Context: an optimization exercise on an open-source flow, tuned for small area, a short achievable clock period and few clock cycles per item. The choices shown serve that exercise and are no tape-out recipe. In this exercise RTL edits were held to simulation tests only and were not proved equivalent to the original.

### design/flow/config.mk
export PLATFORM = sky130hd
export DESIGN_NAME = signed_integer_to_radix_digits_core
export DESIGN_NICKNAME = signed_integer_to_radix_digits_core
export VERILOG_FILES = /design/flow/design.v
export SDC_FILE = /design/flow/constraint.sdc
export NUM_CORES = 4
export LEC_CHECK = 0
export CAP_MARGIN = 20
export CORE_MARGIN = 2
export CORE_UTILIZATION = 40
export SLEW_MARGIN = 20
### design/flow/constraint.sdc
create_clock -name core_clock -period 12.0 [get_ports {clk}]
set_input_delay 2.4000 -clock core_clock [delete_from_list [all_inputs] [get_ports {clk}]]
set_output_delay 2.4000 -clock core_clock [all_outputs]
set_load 0.01 [all_outputs]
### design/flow/design.v
`default_nettype none
package sird_pkg;
  localparam int VALUE_W       = 32;
  localparam int SYM_W         = 8;
  localparam int LEN_W         = 5;
  localparam int DIGIT_W       = 4;
  localparam int MAX_SYMBOLS   = 16;
  localparam int SYMTAB_W      = MAX_SYMBOLS * SYM_W;
  localparam int MAX_DIGITS    = 32;
  localparam int CNT_W         = 6;
  localparam int IDX_W         = 5;
  localparam int BITS_PER_STEP = 8;
  localparam int DIV_STEPS     = VALUE_W / BITS_PER_STEP;
  localparam int QUEUE_DEPTH   = 2;
  localparam logic [SYM_W-1:0] CHAR_MINUS = 8'h2D;
  localparam logic [SYM_W-1:0] CHAR_PLUS  = 8'h2B;
  localparam logic [1:0] REG_BASE_LENGTH  = 2'd0;
  localparam logic [1:0] REG_SYMBOLS_LOW  = 2'd1;
  localparam logic [1:0] REG_SYMBOLS_HIGH = 2'd2;
  typedef struct packed {
    logic               neg;
    logic [VALUE_W-1:0] mag;
  } item_t;
  typedef enum logic [1:0] {
    BK_IDLE,
    BK_DIV,
    BK_SIGN,
    BK_EMIT
  } back_state_t;
endpackage
`default_nettype wire
`default_nettype none
import sird_pkg::*;
module sird_front (
  input  wire logic                          in_tvalid,
  output logic                               in_tready,
  input  wire logic [sird_pkg::VALUE_W-1:0]  in_tdata,      
  input  wire logic [sird_pkg::LEN_W-1:0]    base_length,
  input  wire logic [sird_pkg::SYMTAB_W-1:0] symbols,
  input  wire logic                          q_full,
  output logic                               q_push,
  output sird_pkg::item_t                    q_item
);
  logic [SYM_W-1:0] sym [MAX_SYMBOLS];
  logic             base_ok;
  always_comb begin
    for (int i = 0; i < MAX_SYMBOLS; i++) begin
      sym[i] = symbols[i*SYM_W +: SYM_W];
    end
  end
  always_comb begin
    base_ok = (base_length >= LEN_W'(2)) && (base_length <= LEN_W'(MAX_SYMBOLS));
    for (int i = 0; i < MAX_SYMBOLS; i++) begin
      if (LEN_W'(i) < base_length) begin
        if (sym[i] == CHAR_PLUS || sym[i] == CHAR_MINUS) begin
          base_ok = 1'b0;
        end
        for (int j = i + 1; j < MAX_SYMBOLS; j++) begin
          if (LEN_W'(j) < base_length && sym[j] == sym[i]) begin
            base_ok = 1'b0;
          end
        end
      end
    end
  end
  assign in_tready  = !q_full;
  assign q_push     = in_tvalid && !q_full && base_ok;
  assign q_item.neg = in_tdata[VALUE_W-1];
  assign q_item.mag = in_tdata[VALUE_W-1] ? (VALUE_W'(0) - in_tdata) : in_tdata;
endmodule
`default_nettype wire
`default_nettype none
import sird_pkg::*;
module sird_queue (
  input  wire logic            clk,
  input  wire logic            rst_n,
  input  wire logic            push,
  input  wire sird_pkg::item_t push_item,
  output logic                 full,
  output logic                 pop_valid,
  input  wire logic            pop,
  output sird_pkg::item_t      pop_item
);
  localparam int PTR_W = $clog2(QUEUE_DEPTH);
  localparam int CQ_W  = $clog2(QUEUE_DEPTH + 1);
  logic [VALUE_W:0] mem_r [QUEUE_DEPTH];
  logic [PTR_W-1:0] wr_ptr_r, wr_ptr_nxt;
  logic [PTR_W-1:0] rd_ptr_r, rd_ptr_nxt;
  logic [CQ_W-1:0]  count_r, count_nxt;
  logic             do_push, do_pop;
  assign full      = (count_r == CQ_W'(QUEUE_DEPTH));
  assign pop_valid = (count_r != '0);
  assign pop_item  = mem_r[rd_ptr_r];
  assign do_push   = push && !full;
  assign do_pop    = pop && pop_valid;
  always_comb begin
    wr_ptr_nxt = do_push ? PTR_W'(wr_ptr_r + 1'b1) : wr_ptr_r;
    rd_ptr_nxt = do_pop  ? PTR_W'(rd_ptr_r + 1'b1) : rd_ptr_r;
    count_nxt  = count_r;
    if (do_push && !do_pop) begin
      count_nxt = CQ_W'(count_r + 1'b1);
    end else if (do_pop && !do_push) begin
      count_nxt = CQ_W'(count_r - 1'b1);
    end
  end
  always_ff @(posedge clk) begin
    if (!rst_n) begin
      wr_ptr_r <= '0;
      rd_ptr_r <= '0;
      count_r  <= '0;
    end else begin
      wr_ptr_r <= wr_ptr_nxt;
      rd_ptr_r <= rd_ptr_nxt;
      count_r  <= count_nxt;
    end
  end
  always_ff @(posedge clk) begin
    if (do_push) begin
      mem_r[wr_ptr_r] <= push_item;
    end
  end
endmodule
`default_nettype wire
`default_nettype none
import sird_pkg::*;
module sird_back (
  input  wire logic                          clk,
  input  wire logic                          rst_n,
  input  wire logic [sird_pkg::LEN_W-1:0]    radix,
  input  wire logic [sird_pkg::SYMTAB_W-1:0] symbols,
  input  wire logic                          q_valid,
  input  wire sird_pkg::item_t               q_item,
  output logic                               q_pop,
  output logic                               out_tvalid,
  input  wire logic                          out_tready,
  output logic [sird_pkg::SYM_W-1:0]         out_tdata,    
  output logic                               out_tlast
);
  localparam int STEP_W = $clog2(DIV_STEPS);
  localparam logic [STEP_W-1:0] STEP_LAST = STEP_W'(DIV_STEPS - 1);
  sird_pkg::back_state_t state_r;
  sird_pkg::back_state_t state_nxt;
  logic [VALUE_W-1:0] mag_r, mag_nxt;
  logic [DIGIT_W-1:0] rem_r, rem_nxt;
  logic [STEP_W-1:0]  step_r, step_nxt;
  logic [CNT_W-1:0]   cnt_r, cnt_nxt;
  logic               neg_r, neg_nxt;
  logic               out_valid_r, out_valid_nxt;
  logic [SYM_W-1:0]   out_sym_r, out_sym_nxt;
  logic               out_last_r, out_last_nxt;
  logic [DIGIT_W-1:0] stack_r [MAX_DIGITS];
  logic [VALUE_W-1:0]       div_quot;
  logic [DIGIT_W-1:0]       div_rem;
  logic [BITS_PER_STEP-1:0] qbits;
  logic                     push_digit;
  logic                     load_ok;
  logic [IDX_W-1:0]         emit_idx;
  logic [DIGIT_W-1:0]       emit_digit;
  logic [SYM_W-1:0]         emit_sym;
  always_comb begin
    logic [DIGIT_W:0] t;
    logic [DIGIT_W-1:0] r;
    r     = rem_r;
    qbits = '0;
    for (int k = BITS_PER_STEP - 1; k >= 0; k--) begin
      t = {r, mag_r[VALUE_W - BITS_PER_STEP + k]};
      if (t >= radix) begin
        qbits[k] = 1'b1;
        r = DIGIT_W'(t - radix);
      end else begin
        r = t[DIGIT_W-1:0];
      end
    end
    div_rem  = r;
    div_quot = {mag_r[VALUE_W-BITS_PER_STEP-1:0], qbits};
  end
  assign load_ok    = !out_valid_r || out_tready;
  assign emit_idx   = IDX_W'(cnt_r - 1'b1);
  assign emit_digit = stack_r[emit_idx];
  assign emit_sym   = symbols[{emit_digit, 3'b000} +: SYM_W];
  always_comb begin
    state_nxt     = state_r;
    mag_nxt       = mag_r;
    rem_nxt       = rem_r;
    step_nxt      = step_r;
    cnt_nxt       = cnt_r;
    neg_nxt       = neg_r;
    out_valid_nxt = out_valid_r && !out_tready;
    out_sym_nxt   = out_sym_r;
    out_last_nxt  = out_last_r;
    q_pop         = 1'b0;
    push_digit    = 1'b0;
    case (state_r)
      BK_IDLE: begin
        if (q_valid) begin
          q_pop     = 1'b1;
          mag_nxt   = q_item.mag;
          neg_nxt   = q_item.neg;
          cnt_nxt   = '0;
          rem_nxt   = '0;
          step_nxt  = '0;
          state_nxt = BK_DIV;
        end
      end
      BK_DIV: begin
        mag_nxt  = div_quot;
        rem_nxt  = div_rem;
        step_nxt = STEP_W'(step_r + 1'b1);
        if (step_r == STEP_LAST) begin
          push_digit = 1'b1;
          cnt_nxt    = CNT_W'(cnt_r + 1'b1);
          rem_nxt    = '0;
          if (div_quot == '0 || cnt_r == CNT_W'(MAX_DIGITS - 1)) begin
            state_nxt = neg_r ? BK_SIGN : BK_EMIT;
          end
        end
      end
      BK_SIGN: begin
        if (load_ok) begin
          out_valid_nxt = 1'b1;
          out_sym_nxt   = CHAR_MINUS;
          out_last_nxt  = 1'b0;
          state_nxt     = BK_EMIT;
        end
      end
      BK_EMIT: begin
        if (load_ok) begin
          out_valid_nxt = 1'b1;
          out_sym_nxt   = emit_sym;
          out_last_nxt  = (cnt_r == CNT_W'(1));
          cnt_nxt       = CNT_W'(cnt_r - 1'b1);
          if (cnt_r == CNT_W'(1)) begin
            state_nxt = BK_IDLE;
          end
        end
      end
      default: begin
        state_nxt = BK_IDLE;
      end
    endcase
  end
  always_ff @(posedge clk) begin
    if (!rst_n) begin
      state_r     <= BK_IDLE;
      cnt_r       <= '0;
      step_r      <= '0;
      out_valid_r <= 1'b0;
    end else begin
      state_r     <= state_nxt;
      cnt_r       <= cnt_nxt;
      step_r      <= step_nxt;
      out_valid_r <= out_valid_nxt;
    end
  end
  always_ff @(posedge clk) begin
    mag_r      <= mag_nxt;
    rem_r      <= rem_nxt;
    neg_r      <= neg_nxt;
    out_sym_r  <= out_sym_nxt;
    out_last_r <= out_last_nxt;
    if (push_digit) begin
      stack_r[cnt_r[IDX_W-1:0]] <= div_rem;
    end
  end
  assign out_tvalid = out_valid_r;
  assign out_tdata  = out_sym_r;
  assign out_tlast  = out_last_r;
endmodule
`default_nettype wire
`default_nettype none
import sird_pkg::*;
module signed_integer_to_radix_digits_core (
  input  wire logic        clk,
  input  wire logic        rst_n,
  input  wire logic        in_tvalid,
  output logic             in_tready,
  input  wire logic [31:0] in_tdata,      
  output logic             out_tvalid,
  input  wire logic        out_tready,
  output logic [7:0]       out_tdata,     
  output logic             out_tlast,
  input  wire logic        cfg_psel,
  input  wire logic        cfg_penable,
  input  wire logic        cfg_pwrite,
  input  wire logic [4:0]  cfg_paddr,
  input  wire logic [63:0] cfg_pwdata,
  output logic [63:0]      cfg_prdata,
  output logic             cfg_pready
);
  logic [LEN_W-1:0]    base_length_r;
  logic [63:0]         symbols_low_r;
  logic [63:0]         symbols_high_r;
  logic [SYMTAB_W-1:0] symbols;
  logic [1:0]          reg_idx;
  logic                cfg_wr;
  logic  q_full, q_push, q_valid, q_pop;
  sird_pkg::item_t q_in_item;
  sird_pkg::item_t q_out_item;
  assign cfg_pready = 1'b1;
  assign reg_idx    = cfg_paddr[4:3];
  assign cfg_wr     = cfg_psel && cfg_penable && cfg_pwrite && cfg_pready;
  assign symbols    = {symbols_high_r, symbols_low_r};
  always_ff @(posedge clk) begin
    if (!rst_n) begin
      base_length_r  <= '0;
      symbols_low_r  <= '0;
      symbols_high_r <= '0;
    end else if (cfg_wr) begin
      case (reg_idx)
        REG_BASE_LENGTH:  base_length_r  <= cfg_pwdata[LEN_W-1:0];
        REG_SYMBOLS_LOW:  symbols_low_r  <= cfg_pwdata;
        REG_SYMBOLS_HIGH: symbols_high_r <= cfg_pwdata;
        default: ;
      endcase
    end
  end
  always_comb begin
    case (reg_idx)
      REG_BASE_LENGTH:  cfg_prdata = {{(64-LEN_W){1'b0}}, base_length_r};
      REG_SYMBOLS_LOW:  cfg_prdata = symbols_low_r;
      REG_SYMBOLS_HIGH: cfg_prdata = symbols_high_r;
      default:          cfg_prdata = '0;
    endcase
  end
  sird_front u_front (
    .in_tvalid   (in_tvalid),
    .in_tready   (in_tready),
    .in_tdata    (in_tdata),
    .base_length (base_length_r),
    .symbols     (symbols),
    .q_full      (q_full),
    .q_push      (q_push),
    .q_item      (q_in_item)
  );
  sird_queue u_queue (
    .clk       (clk),
    .rst_n     (rst_n),
    .push      (q_push),
    .push_item (q_in_item),
    .full      (q_full),
    .pop_valid (q_valid),
    .pop       (q_pop),
    .pop_item  (q_out_item)
  );
  sird_back u_back (
    .clk        (clk),
    .rst_n      (rst_n),
    .radix      (base_length_r),
    .symbols    (symbols),
    .q_valid    (q_valid),
    .q_item     (q_out_item),
    .q_pop      (q_pop),
    .out_tvalid (out_tvalid),
    .out_tready (out_tready),
    .out_tdata  (out_tdata),
    .out_tlast  (out_tlast)
  );
endmodule
`default_nettype wire
### design/flow/run.sh
#!/bin/bash
# synth_recipe.tcl (not shown) runs the flow's synth.tcl, then flattens the netlist and writes it again
# the make line also repeats each setting of config.mk as NAME=value (left out here)
make -C /OpenROAD-flow-scripts/flow DESIGN_CONFIG=/design/flow/config.mk WORK_HOME=/design/flow/orfs CLKGATE_MAP_FILE= SYNTH_SCRIPT=/design/flow/synth_recipe.tcl finish
==> flow_summary.ini <==
[outcome]
outcome = timing/DRC/antenna clean

[synth]
yosysSeqAreaShare_pct = 32.5
synth_seq_cells = 389
syn_area_sq_um = 31400
synth_flop_cell = edfxtp_1
yosysWarnings = 5
synth_edf_count = 240
synth_cell_types = 67
syn_inst = 3421
synth_area_per_cell_sq_um = 9.18
syn_nets = 3590
ys_async_sr_fraction_pct = 0

[clock_tree]
htree_levels = 2
cts.clk_slew.worst_paths_ps = 60
cts_hold_buf = 0
cts-root-buf = clkbuf_16
cts_tree = yes
clk_latency_ps = 630
clockBufferDepth = 3
cts_buffers = 43
cts_sinks = 389

[worst_setup_path]
cp-start-kind = flop
crit_fanout = 16
required_ps = 12360
cp_top_family = compound AO/OA/AOI/OAI gates
cp.buffers_inverters = 5
cp.arrival_ps = 11710
timing.critical_path.to_type = flop
crit_path_frequent_cell = ha_1
path_class = flop to flop
cp_slowest_stage_delay_ps = 390
crit_slowest_cell = mux2_2

[detailed_routing]
ant_nets = 0
routedWlPerCell_um = 26.2
drc_errors = 0
vias = 27400
wl_mm = 119
drtPass1Iterations = 10
via_per_inst = 6.03
drt-initial-drc-count = 3191

[floorplanning]
dieArea_sq_um = 80700
start_util_pct = 40.5
die_h_um = 284
rows = 102
fp.dieW_um = 284
coreArea_sq_um = 77600
io_pins = 184

[timing]
hold_viol = 0
tightest_slew_ps = 1150
fin_crit_sh_pct = 94.6
setup-violations-final = 0
fin_worst_skew_ps = 38.2
fmax_mhz = 88.1
relSlewSlack_pct = 22.3
holdWs_ps = 453
fin_tns_setup_ps = 0
min_period_ps = 11350
drv_slew = 0
timing.final.ws_setup_ps = 649

[placed_design]
preCtsSetupSlack_ps = -446
numPortBuffers = 179
hpwl_mm = 72.9
gp_congestion = 0.985

[global_route]
grtUsageTotal_pct = 28.5
grt_pass1_vias = 26400
grt-ovfl-total = 0
antenna_found_initial = 2
grt_pass1_wl_mm = 175
grt_max_degree = 81

[run]
drv_cap = 0

[finish]
drive_gt1_share_pct = 10.6
nNetsFinal = 3638
syn2layout_area_growth_pct = 15.4

[worst_hold_path]
hold_path_class = flop to flop
logic make-up after synthesis:
logic type	after synthesis	share of synthesized area [%]
flip-flops	389	32.5
AO/OA/AOI/OAI	444	8.86
adder cells (fa/ha/maj)	61	2.62
buffers and inverters	410	5.47
XOR/XNOR	1028	28.7
other	1	0.0119
AND/OR/NAND/NOR	903	14.6
multiplexers	185	7.25
metal layers:
metal	up-vias	track usage (%)	part of all wire (%)
met3	493	6.06	10
li1	12000	-	-
met2	1620	45.4	45
met1	13300	36.1	39
met5	-	0	0
met4	0	15.6	6.2
tightest hold or removal path, cell delays in order (launching register included):
cell and delay [ps]:
dfxtp_1 310, nand2_1 50, a21oi_1 50
sequential cells by signal, indices dropped and copies added (netlist names), 4 cells and up, named ones only:
| register | flops |
|---|---|
| u_back.stack_r | 128 |
| base_length_r | 5 |
| u_back.mag_r | 32 |
| symbols_low_r | 64 |
| u_back.rem_r | 4 |
| u_queue.mem_r | 66 |
| u_back.cnt_r | 6 |
| symbols_high_r | 64 |
| u_back.out_sym_r | 8 |
through the flow:
stage,area [sq um],cells,util [%]
2_1_floorplan,31500,3421,-
3_5_place_dp,34300,4436,44.2
5_1_grt,36200,4544,46.7
3_3_place_gp,34300,4436,44.2
4_1_cts,36000,4528,46.4
6_report,36200,4545,46.7
path summary, 6_finish.rpt:
check	from	to	slack, ps	depth (start not counted)
max reg2reg	base_length_r[1]	u_back.stack_r[11][2]	650	54
min	symbols_high_r[59]	symbols_high_r[59]	450	2
min reg2reg	symbols_high_r[59]	symbols_high_r[59]	450	2
max	base_length_r[1]	u_back.stack_r[11][2]	650	54
cells in the mapped netlist, types with 4 or more instances:
master,number,area (sq um)
a22o_1,59,517
nand3_1,36,180
or3_1,12,75.1
mux2i_1,133,1330
o221ai_1,4,35.0
buf_1,120,450
or4_1,9,67.6
o22ai_1,6,37.5
edfxtp_1,240,7210
a21o_1,13,97.6
o211ai_1,9,67.6
nor2_1,67,251
fa_1,8,160
a22oi_1,17,128
o41ai_1,4,35.0
nand2b_1,16,100
nor3_1,71,355
xor2_1,305,2670
clkbuf_1,123,462
mux4_2,32,721
and2_1,5,31.3
nand4_1,175,1090
and3_1,4,25.0
o21ai_0,86,430
nand2_1,340,1280
a41oi_1,4,35.0
nor4_1,108,676
a211oi_1,10,75.1
nor4b_1,10,87.6
xnor2_1,723,6330
a21oi_1,156,781
o31ai_1,14,105
ha_1,53,663
nand4b_1,7,61.3
dfxtp_1,149,2980
mux2_2,20,225
inv_1,34,128
a21boi_0,6,45.0
nor2b_1,25,156
buf_2,125,626
a31oi_1,39,244
buf_4,6,45.0
cells in the final DEF (no fill, tap or decap), drive strengths merged, types with 19 or more instances in the layout:
cell type,count
nor2b,25
nor3,71
a21oi,159
o21ai,88
ha,53
xnor2,723
clkinv,19
nand4,175
a31oi,39
nand2,340
xor2,305
mux2i,133
edfxtp,240
mux2,22
dfxtp,149
nor2,67
buf,194
nor4,108
nand3,36
clkdlybuf4s50,178
inv,37
mux4,32
a22o,59
clkbuf,53
area by class of cell:
type                            count  area, sq um
Clock buffer                       53         1150
Timing Repair Buffer              372         3340
Multi-Input combinational cell   2627        19800
Antenna cell                        1         2.50
Sequential cell                   389        10200
Fill cell                        7417        41400
Clock inverter                     27          309
Tap cell                         1040         1300
Inverter                           36          141
repair_timing:
item | in CTS | in global routing
gates resized for setup | 13 | 24
buffers inserted | 8 | 15
cloned | 4 | 1
endpoints found under the setup margin | 132 | 135
pin swaps | 3 | 8
Testbench counts, summed over its fixed seeds: cycles 85,092, items 2,048.

## static timing again, ports no longer ideal
The results above use ideal ports. As a check the final layout listed here was re-extracted and re-timed, cells and wires unchanged.
Step 1 (the two cells are an assumption about what drives the block):
set clk [get_ports {clk}]
set_driving_cell -lib_cell sky130_fd_sc_hd__clkbuf_16 $clk
set_driving_cell -lib_cell sky130_fd_sc_hd__buf_2 [delete_from_list [all_inputs] $clk]
Step 2 moves the port delays by t, midway between the first and last clock arrival at a register: inputs arrive t later, outputs are due t later. That takes back most of the time a late clock gives input paths.
a / b / c = ideal ports / drivers / drivers and shift; a / b = the first two.
t (ns): 0.674
setup WS [ns]: 0.649 / 0.649 / 0.649
worst setup path after step 2: register to register
pins driven straight from the clock port: 1
After both steps setup and hold are still met in this run. For this run, drivers alone change the setup slack by 0.000 ns; drivers and shift together by 0.000 ns.
